Source: an optimization exercise on an open RTL-to-GDS flow (aim: small area). Production flows keep margins and buffers that such runs may drop. The RTL was checked by simulation tests, not by an equivalence proof against the original design. Power figures rest on the tool's default switching activity, not on a simulated workload.

<file path="flow/run.sh">
#!/bin/bash
# synth_recipe.tcl (not shown) runs the flow's synth.tcl, then flattens the netlist and writes it again
# the make line also repeats each setting of config.mk as NAME=value (left out here)
make -C /OpenROAD-flow-scripts/flow DESIGN_CONFIG=/design/flow/config.mk WORK_HOME=/design/flow/orfs CLKGATE_MAP_FILE= SYNTH_SCRIPT=/design/flow/synth_recipe.tcl finish
</file>
<file path="flow/config.mk">
export PLATFORM = sky130hd
export DESIGN_NAME = battle_top
export DESIGN_NICKNAME = battle_top
export VERILOG_FILES = /design/flow/design.v
export SDC_FILE = /design/flow/constraint.sdc
export NUM_CORES = 4
export LEC_CHECK = 0
export CAP_MARGIN = 20
export CORE_MARGIN = 2
export CORE_UTILIZATION = 40
export SLEW_MARGIN = 20
</file>
<file path="flow/constraint.sdc">
create_clock -name core_clock -period 10.0 [get_ports {clock}]
set_input_delay 2.0000 -clock core_clock [delete_from_list [all_inputs] [get_ports {clock}]]
set_output_delay 2.0000 -clock core_clock [all_outputs]
set_load 0.01 [all_outputs]
</file>
<file path="flow/design.v">
`default_nettype none
package battle_pkg;
	typedef logic [7:0] coord_t;  
	typedef logic [2:0] colour_t;  
	typedef logic [4:0] fuel_t;
	typedef logic [3:0] jump_t;
	typedef enum logic [2:0] {
		CLEAR,
		PAINT_MAP,
		DRAW_TANKS,
		WAIT_FRAME,
		ERASE,
		STEP,
		DRAW
	} painter_state_t;
endpackage
`default_nettype wire
`timescale 1ns/10ps
`default_nettype none
module frame_tick #(
	parameter int FRAME_PERIOD = 1000
) (
	input logic clock,
	input logic rst,
	output logic frame
);
	localparam int CW = $clog2(FRAME_PERIOD + 1);
	logic [CW-1:0] count;
	always_ff @(posedge clock) begin
		if (rst) begin
			count <= CW'(FRAME_PERIOD - 1);
			frame <= 1'b0;
		end else if (count == '0) begin
			count <= CW'(FRAME_PERIOD - 1);  
			frame <= 1'b1;
		end else begin
			count <= count - 1'b1;
			frame <= 1'b0;
		end
	end
endmodule
`default_nettype wire
`timescale 1ns/10ps
`default_nettype none
module terrain_map
(
	input logic clock,
	input logic rst,
	output logic map_ready,
	input battle_pkg::coord_t paint_x,
	output battle_pkg::coord_t paint_height,
	input battle_pkg::coord_t probe_x,
	output battle_pkg::coord_t probe_height
);
	battle_pkg::coord_t build_x;
	battle_pkg::coord_t paint_h, probe_h;
	assign paint_h = (((paint_x >= 8'd20) && (paint_x < 8'd40)) ||
		((paint_x >= 8'd60) && (paint_x < 8'd80)) ||
		((paint_x >= 8'd100) && (paint_x < 8'd120))) ? 8'd102 : 8'd117;
	assign probe_h = (((probe_x >= 8'd20) && (probe_x < 8'd40)) ||
		((probe_x >= 8'd60) && (probe_x < 8'd80)) ||
		((probe_x >= 8'd100) && (probe_x < 8'd120))) ? 8'd102 : 8'd117;
	always_ff @(posedge clock) begin
		if (rst) begin
			build_x <= '0;
			map_ready <= 1'b0;
		end else if (!map_ready) begin
			if (build_x == 8'd160 - 8'd1) begin
				map_ready <= 1'b1;
			end else begin
				build_x <= build_x + 8'd1;
			end
		end
	end
	always_ff @(posedge clock) begin
		paint_height <= paint_h;
		probe_height <= probe_h;
	end
endmodule
`default_nettype wire
`timescale 1ns/10ps
`default_nettype none
module tank_motion
(
	input logic clock,
	input logic rst,
	input logic [3:0] key,
	input logic step,
	output logic step_done,
	output battle_pkg::coord_t probe_x,
	input battle_pkg::coord_t probe_height,
	output battle_pkg::coord_t tank1_x,
	output battle_pkg::coord_t tank1_y,
	output battle_pkg::coord_t tank2_x,
	output battle_pkg::coord_t tank2_y,
	output battle_pkg::fuel_t fuel,
	output logic turn
);
	logic [2:0] phase;  
	battle_pkg::jump_t jump_cap;
	battle_pkg::coord_t cur_x, cur_y;
	battle_pkg::coord_t h_here, h_right;
	battle_pkg::coord_t nx, ny;
	battle_pkg::jump_t njump;
	battle_pkg::fuel_t nfuel;
	logic moved_up;
	logic fire_key, right_key, left_key, jump_key;
	assign fire_key = ~key[0];  
	assign right_key = ~key[1];
	assign left_key = ~key[2];
	assign jump_key = ~key[3];
	assign cur_x = turn ? tank2_x : tank1_x;
	assign cur_y = turn ? tank2_y : tank1_y;
	assign step_done = (phase == 3'd4);
	always_comb begin
		case (phase)
			3'd2: probe_x = cur_x + 8'd1;
			3'd3: probe_x = (cur_x == 8'd0) ? cur_x : cur_x - 8'd1;
			default: probe_x = cur_x;
		endcase
	end
	always_comb begin
		ny = cur_y;
		njump = jump_cap;
		moved_up = 1'b0;
		if (!jump_key && cur_y == h_here) begin
			njump = 4'd10;  
		end else if ((!jump_key || jump_cap == 4'd0) && cur_y < h_here) begin
			ny = cur_y + 8'd1;  
			njump = 4'd0;
		end else if (jump_key && jump_cap != 4'd0) begin
			ny = cur_y - 8'd1;
			njump = jump_cap - 4'd1;
			moved_up = 1'b1;
		end
		nx = cur_x;
		if (right_key && cur_x < 8'd144 && h_right >= cur_y) begin
			nx = cur_x + 8'd1;
		end else if (left_key && cur_x > 8'd0 && probe_height >= cur_y) begin
			nx = cur_x - 8'd1;
		end
		nfuel = (nx != cur_x || moved_up) ? fuel - 5'd1 : fuel;  
	end
	always_ff @(posedge clock) begin
		if (rst) begin
			phase <= 3'd0;
		end else if (phase == 3'd0) begin
			phase <= step ? 3'd1 : 3'd0;
		end else begin
			phase <= (phase == 3'd4) ? 3'd0 : phase + 3'd1;
		end
	end
	always_ff @(posedge clock) begin
		if (phase == 3'd2) h_here <= probe_height;
		if (phase == 3'd3) h_right <= probe_height;
	end
	always_ff @(posedge clock) begin
		if (rst) begin
			turn <= 1'b0;
			fuel <= 5'd30;
			jump_cap <= 4'd10;
			tank1_x <= 8'd5;
			tank1_y <= 8'd110;
			tank2_x <= 8'd76;
			tank2_y <= 8'd110;
		end else if (phase == 3'd4) begin
			if (fire_key) begin
				turn <= ~turn;  
				fuel <= 5'd30;
				jump_cap <= 4'd10;
			end else if (fuel != 5'd0) begin
				jump_cap <= njump;
				fuel <= nfuel;
				if (turn) begin
					tank2_x <= nx;
					tank2_y <= ny;
				end else begin
					tank1_x <= nx;
					tank1_y <= ny;
				end
			end
		end
	end
endmodule
`default_nettype wire
`timescale 1ns/10ps
`default_nettype none
module screen_painter
(
	input logic clock,
	input logic rst,
	input logic frame,
	input logic map_ready,
	output battle_pkg::coord_t paint_x,
	input battle_pkg::coord_t paint_height,
	input battle_pkg::coord_t tank1_x,
	input battle_pkg::coord_t tank1_y,
	input battle_pkg::coord_t tank2_x,
	input battle_pkg::coord_t tank2_y,
	output logic step,
	input logic step_done,
	output battle_pkg::coord_t pix_x,
	output battle_pkg::coord_t pix_y,
	output battle_pkg::colour_t pix_colour,
	output logic plot
);
	battle_pkg::painter_state_t state;
	battle_pkg::coord_t cx, cy;  
	logic tsel;  
	battle_pkg::coord_t nxt_cx, nxt_cy;
	logic full_screen, row_end, screen_last, tank_last;
	battle_pkg::coord_t tx, ty;
	battle_pkg::coord_t sel_x, sel_y;
	battle_pkg::colour_t sel_colour;
	logic painting;
	battle_pkg::colour_t colour_q;
	logic map_q;  
	assign paint_x = cx;
	assign tx = tsel ? tank2_x : tank1_x;
	assign ty = tsel ? tank2_y : tank1_y;
	always_comb begin
		full_screen = (state == battle_pkg::CLEAR) || (state == battle_pkg::PAINT_MAP);
		row_end = full_screen ? (cx == 8'd160 - 8'd1) : (cx == 8'd16 - 8'd1);
		nxt_cx = row_end ? 8'd0 : cx + 8'd1;
		nxt_cy = row_end ? cy + 8'd1 : cy;
		screen_last = (cx == 8'd160 - 8'd1) && (cy == 8'd120 - 8'd1);
		tank_last = (cx == 8'd16 - 8'd1) && (cy == 8'd2 - 8'd1);
	end
	always_comb begin
		sel_x = cx;
		sel_y = cy;
		sel_colour = 3'b000;
		painting = 1'b0;
		case (state)
			battle_pkg::CLEAR: painting = 1'b1;
			battle_pkg::PAINT_MAP: painting = map_ready;
			battle_pkg::DRAW_TANKS, battle_pkg::DRAW, battle_pkg::ERASE: begin
				sel_x = tx + cx;
				sel_y = ty - 8'd1 + cy;  
				painting = 1'b1;
				if (state != battle_pkg::ERASE) sel_colour = tsel ? 3'b001 : 3'b010;
			end
			default: painting = 1'b0;
		endcase
	end
	always_ff @(posedge clock) begin
		if (rst) begin
			state <= battle_pkg::CLEAR;
			cx <= 8'd0;
			cy <= 8'd0;
			tsel <= 1'b0;
			step <= 1'b0;
		end else begin
			step <= 1'b0;
			case (state)
				battle_pkg::CLEAR, battle_pkg::PAINT_MAP: begin
					if (state == battle_pkg::CLEAR || map_ready) begin
						if (screen_last) begin
							state <= (state == battle_pkg::CLEAR) ? battle_pkg::PAINT_MAP : battle_pkg::DRAW_TANKS;
							cx <= 8'd0;
							cy <= 8'd0;
						end else begin
							cx <= nxt_cx;
							cy <= nxt_cy;
						end
					end
				end
				battle_pkg::DRAW_TANKS, battle_pkg::ERASE, battle_pkg::DRAW: begin
					if (tank_last) begin
						cx <= 8'd0;
						cy <= 8'd0;
						tsel <= ~tsel;
						if (tsel) begin  
							state <= (state == battle_pkg::ERASE) ? battle_pkg::STEP : battle_pkg::WAIT_FRAME;
							step <= (state == battle_pkg::ERASE);
						end
					end else begin
						cx <= nxt_cx;
						cy <= nxt_cy;
					end
				end
				battle_pkg::WAIT_FRAME: if (frame) state <= battle_pkg::ERASE;
				battle_pkg::STEP: if (step_done) state <= battle_pkg::DRAW;
				default: state <= battle_pkg::CLEAR;
			endcase
		end
	end
	always_ff @(posedge clock) begin
		if (rst) begin
			plot <= 1'b0;
			map_q <= 1'b0;
		end else begin
			plot <= painting;
			map_q <= (state == battle_pkg::PAINT_MAP);
		end
	end
	always_ff @(posedge clock) begin
		pix_x <= sel_x;
		pix_y <= sel_y;
		colour_q <= sel_colour;
	end
	assign pix_colour = map_q ? ((pix_y > paint_height) ? 3'b111 : 3'b000) : colour_q;
endmodule
`default_nettype wire
`timescale 1ns/10ps
`default_nettype none
module battle_top
#(
	parameter int FRAME_PERIOD = 1000
) (
	input logic clock,
	input logic rst,
	input logic [3:0] key,
	output battle_pkg::coord_t pix_x,
	output battle_pkg::coord_t pix_y,
	output battle_pkg::colour_t pix_colour,
	output logic plot,
	output battle_pkg::fuel_t fuel,
	output logic turn
);
	logic frame, map_ready, step, step_done;
	battle_pkg::coord_t paint_x, paint_height, probe_x, probe_height;
	battle_pkg::coord_t tank1_x, tank1_y, tank2_x, tank2_y;
	frame_tick #(.FRAME_PERIOD(FRAME_PERIOD)) u_frame_tick (
		.clock(clock), .rst(rst), .frame(frame)
	);
	terrain_map u_terrain_map (
		.clock(clock), .rst(rst), .map_ready(map_ready),
		.paint_x(paint_x), .paint_height(paint_height),
		.probe_x(probe_x), .probe_height(probe_height)
	);
	tank_motion u_tank_motion (
		.clock(clock), .rst(rst), .key(key), .step(step), .step_done(step_done),
		.probe_x(probe_x), .probe_height(probe_height),
		.tank1_x(tank1_x), .tank1_y(tank1_y), .tank2_x(tank2_x), .tank2_y(tank2_y),
		.fuel(fuel), .turn(turn)
	);
	screen_painter u_screen_painter (
		.clock(clock), .rst(rst), .frame(frame), .map_ready(map_ready),
		.paint_x(paint_x), .paint_height(paint_height),
		.tank1_x(tank1_x), .tank1_y(tank1_y), .tank2_x(tank2_x), .tank2_y(tank2_y),
		.step(step), .step_done(step_done),
		.pix_x(pix_x), .pix_y(pix_y), .pix_colour(pix_colour), .plot(plot)
	);
endmodule
`default_nettype wire
</file>
==> impl_summary.log <==
[metrics] die footprint: between 15000 and 20000 sq um
[metrics] Max Buffers Root-to-Sink: 2
[metrics] share of the clock period used by the worst path after layout: between 40 and 50%
[metrics] clk slew on worst S/H paths: roughly 0.06 ns
[metrics] height of the die: around 140 um
[metrics] time the worst path needs with I/O delays and setup: about 4.5 ns
[metrics] Async S/R FF share, synth: 0%
[metrics] number of top-level pins: 32
[metrics] global routing usage on met2: just over 30%
[metrics] Max Cap Violations: 0
[metrics] Routed Antenna Nets: 0
[metrics] Pleak: 3.15 nW
[metrics] reg-to-reg critical path startpoint: u_tank_motion.turn
[metrics] Row Count: 48
[metrics] post-cts repair resize count: 0
[metrics] status: finished clean
[metrics] routed length per placed instance: approximately 15 um
[metrics] final setup skew: around 0.013 ns
[metrics] Fill cells: roughly 1700
[metrics] number of levels in the clock H-tree: 4
[metrics] clock network fraction of design power: between 50% and 60%
[metrics] data required time at the worst endpoint: about 8 ns
[metrics] launch point of the critical path: u_terrain_map.paint_height[1]
[metrics] path category of the worst min-delay check: flop to flop
[metrics] worst vdd ir: about 110 uV
[metrics] CP arrival: 2.51 ns
[metrics] part of the power in registers: roughly two fifths
[metrics] Post-Synthesis Cells: around 830
[metrics] total of buffers placed on input and output ports: 31
[metrics] number of global-route vias before repair: 5477
[metrics] clock root cell: sky130_fd_sc_hd__clkbuf_16
[metrics] Most Crowded Layer GR: met2
[metrics] Vias per Instance: around 5.4
[metrics] share of post-route cells with drive strength above 1: under 10%
[metrics] Detailed Route WL: approximately 16000 um
[metrics] endpoint kind of the worst setup timing path: primary output
[metrics] initial antenna violation count: 0
[metrics] detailed-router iteration count before antenna repair: 5
[metrics] area inside the core boundary: about 17000 sq um
[metrics] number of CTS-inserted buffers: 17
[metrics] post-synthesis instance area: approximately 7000 sq um
[metrics] switching part of the total: between 20% and 30%
[metrics] Die Width: between 100 and 150 um
[metrics] total internal power: 0.916 mW
[metrics] unrepaired setup endpoints after global routing: no
[metrics] Layout Nets: around 910
[metrics] part of the power in combinational logic: under 10%
[metrics] placed cell area: between 7000 and 8000 sq um
[metrics] global-route wire length before repair: roughly 27000 um
[metrics] Warnings, synthesis: 4
[metrics] Finish-stage setup viols: 0
[metrics] average cell area after synthesis: 8.52 sq um
[metrics] fraction of the yosys area taken by sequential cells: about a third
[metrics] clock latency at the later pin of the worst-skew pair: about 0.42 ns
[metrics] max frequency: between 200 and 250 MHz
[metrics] hold path startpoint: u_frame_tick.count[0]
[metrics] clock tree from TritonCTS: built
[metrics] antenna diode count: 0
[metrics] register area: ~2300 sq um
[metrics] launching element type of the critical path: flop
[metrics] final instance area: 8190 sq um
[metrics] routed via count: 5928
[metrics] number of hold-repair buffers added at the cts stage: 0
[metrics] Crit Path Class: flop to primary output
[metrics] number of flip-flops and latches in the synthesized netlist: around 110
[metrics] overflow left after global routing: 0
[metrics] Layout area overhead: 15.4%
[metrics] number of distinct library cell variants in the gate-level netlist after synthesis: slightly below 80
[metrics] Net Sw Power: 0.237 mW
[metrics] worst hold slack across all endpoints: around 0.40 ns
[metrics] Final Max Slew Viols: 0
[metrics] initial cell density of the core: around two fifths
[metrics] overall power: between 1 and 1.5 mW
[metrics] number of enable flip-flop cells after synthesis: 4
[metrics] pin count of the biggest net entering global routing: 60
[metrics] count of endpoints failing hold in the final timing report: 0
[metrics] global placement routability congestion: just over 0.8
[metrics] headroom to the max-slew limit: about 30%
[metrics] cell area power density: 141 nW/um^2
[metrics] most used flip-flop cell after synthesis: sky130_fd_sc_hd__dfxtp_1
[metrics] critical-path maximum fanout: 3
[metrics] count of clock tree sinks: 114
[metrics] met3 track utilization from global routing: under 10%
[metrics] # Post-CTS Setup Buffers: 0
[metrics] transition time at the pin with the least slew margin: ~1.0 ns
[metrics] combined area of the multi-input logic cells: 4380 sq um
[metrics] number of remaining DRC errors: 0
[metrics] GRT Resource Usage Total: between 10% and 20%
[metrics] initial drt markers: 280
[metrics] setup_tns: 0 ns
[metrics] global-route met1 utilization: between 20% and 30%
[metrics] post-detailed-placement half-perimeter wirelength: 11900 um
[metrics] Post-Synthesis Net Count: 893
sequential cells by signal, indices dropped and copies added, names as in the netlist, 8 cells and up:
| signal | cells |
|---|---|
| u_screen_painter.cy | 8 |
| u_tank_motion.tank1_x | 8 |
| u_tank_motion.tank2_y | 8 |
| u_tank_motion.tank2_x | 8 |
| u_screen_painter.pix_y | 8 |
| u_screen_painter.cx | 8 |
| u_frame_tick.count | 10 |
| u_screen_painter.pix_x | 8 |
| u_terrain_map.build_x | 8 |
| u_tank_motion.tank1_y | 8 |
Yosys cell counts (8+ instances only):
cell type / number / area (sq um)
sky130_fd_sc_hd__a211oi_1: 12 / 90.1
sky130_fd_sc_hd__a21o_1: 8 / 60.1
sky130_fd_sc_hd__a21oi_1: 43 / 215
sky130_fd_sc_hd__a31o_2: 8 / 70.1
sky130_fd_sc_hd__and3_1: 13 / 81.3
sky130_fd_sc_hd__clkbuf_1: 27 / 101
sky130_fd_sc_hd__dfxtp_1: 110 / 2200
sky130_fd_sc_hd__ha_1: 52 / 651
sky130_fd_sc_hd__inv_1: 62 / 233
sky130_fd_sc_hd__mux2_2: 13 / 146
sky130_fd_sc_hd__mux2i_1: 27 / 270
sky130_fd_sc_hd__nand2_1: 59 / 221
sky130_fd_sc_hd__nand3_1: 25 / 125
sky130_fd_sc_hd__nand4_1: 10 / 62.6
sky130_fd_sc_hd__nor2_1: 76 / 285
sky130_fd_sc_hd__nor3_1: 28 / 140
sky130_fd_sc_hd__o21ai_0: 43 / 215
sky130_fd_sc_hd__or3_1: 9 / 56.3
sky130_fd_sc_hd__xnor2_1: 31 / 272
sky130_fd_sc_hd__xor2_1: 19 / 166
per-layer routing:
metal  vias to the layer above  wire length (um)  share of wire, %
li1                       3029                 -                 -
met1                      2808              7880                48
met2                        74              7910                48
met3                        17               407               2.5
met4                         0               210               1.3
met5                         -                 0                 0
cell usage in the layout, fill, tap and decap left out, drive strengths merged, types with 8 or more instances in the layout:
cell type,instances
a211oi,13
a21o,8
a21oi,44
a31o,8
and3,13
clkbuf,22
clkdlybuf4s50,30
dfxtp,110
ha,52
inv,62
mux2,14
mux2i,28
nand2,59
nand3,25
nand4,11
nor2,76
nor3,28
nor4,10
o21ai,45
or3,9
xnor2,31
xor2,19
power by group through the flow:
stage	sequential, mW	combinational [mW]	clock, mW
after floorplan	0.474	0.0224	0
after global placement	0.475	0.0323	0
after detailed placement	0.475	0.0328	0
after CTS	0.465	0.0329	0.669
after global routing	0.466	0.0369	0.689
final	0.465	0.0326	0.656
kinds of logic after synthesis:
family                   count (synthesis)  synth area share (%)
AO/OA/AOI/OAI                          194                  18.6
XOR/XNOR                                50                  6.17
adder cells (fa/ha/maj)                 56                  10.0
buffers and inverters                   98                  5.57
flip-flops                             114                  32.7
multiplexers                            42                  6.22
AND/OR/NAND/NOR                        279                  20.7
critical path, cell delays in order, from the launching register on:
cell	delay, ns
sky130_fd_sc_hd__dfxtp_1	0.30
sky130_fd_sc_hd__inv_1	0.04
sky130_fd_sc_hd__ha_1	0.27
sky130_fd_sc_hd__nor2b_1	0.13
sky130_fd_sc_hd__o21ai_0	0.15
sky130_fd_sc_hd__nand2b_1	0.08
sky130_fd_sc_hd__a21oi_1	0.12
sky130_fd_sc_hd__nor2_1	0.09
sky130_fd_sc_hd__o21ai_0	0.28
sky130_fd_sc_hd__o21ai_0	0.14
sky130_fd_sc_hd__clkdlybuf4s50_1	0.50
metrics by stage:
step | util, % | setup slack (ns) | cells
finish | 47.4 | 5.49 | 1089
global placement | 43.7 | 5.55 | 1058
detailed placement | 43.7 | 5.49 | 1058
CTS | 47.4 | 5.42 | 1089
floorplan | - | 6.38 | 833
global route | 47.4 | 5.18 | 1089
path summary, 6_finish.rpt:
path | endpoint | slack (ns) | cells past startpoint
setup / recovery | pix_colour[1] | 5.49 | 10
hold / removal | u_frame_tick.count[0] | 0.40 | 1
setup reg to reg | u_tank_motion.tank1_x[5] | 6.02 | 11
hold reg to reg | u_frame_tick.count[0] | 0.40 | 1
final cells by class:
class | count | area share [%]
sequential | 114 | 28.4
clock buffer | 22 | 5.93
inverter | 63 | 2.89
timing repair buffer | 35 | 4.09
multi-input combinational | 621 | 53.4
clock inverter | 9 | 1.85
tap | 225 | 3.44

==> port drivers added, routing unchanged <==
In the flow no input, the clock included, has a driving cell. The finished layout below was timed again as built, in two steps.
Step 1: set_driving_cell puts a clkbuf_16 on clock and a buf_2 on each other input, an assumption about the parent block.
Step 2 moves the port delays by t, midway between the first and last clock arrival at a register: inputs arrive t later, outputs are due t later. That takes back most of the time a late clock gives input paths.
Slacks: no drivers / after step 1 / after step 2; pairs: no drivers / after step 1.
shift t [ns]: 0.451
setup WS [ns]: 5.488 / 5.448 / 5.483
worst register clock-pin slew, ns: 0.06 / 0.06
cell pins on the clock port's net: 1
After both steps setup and hold are still met in this run. For this run, drivers alone change the setup slack by -0.040 ns; drivers and shift together by -0.005 ns.
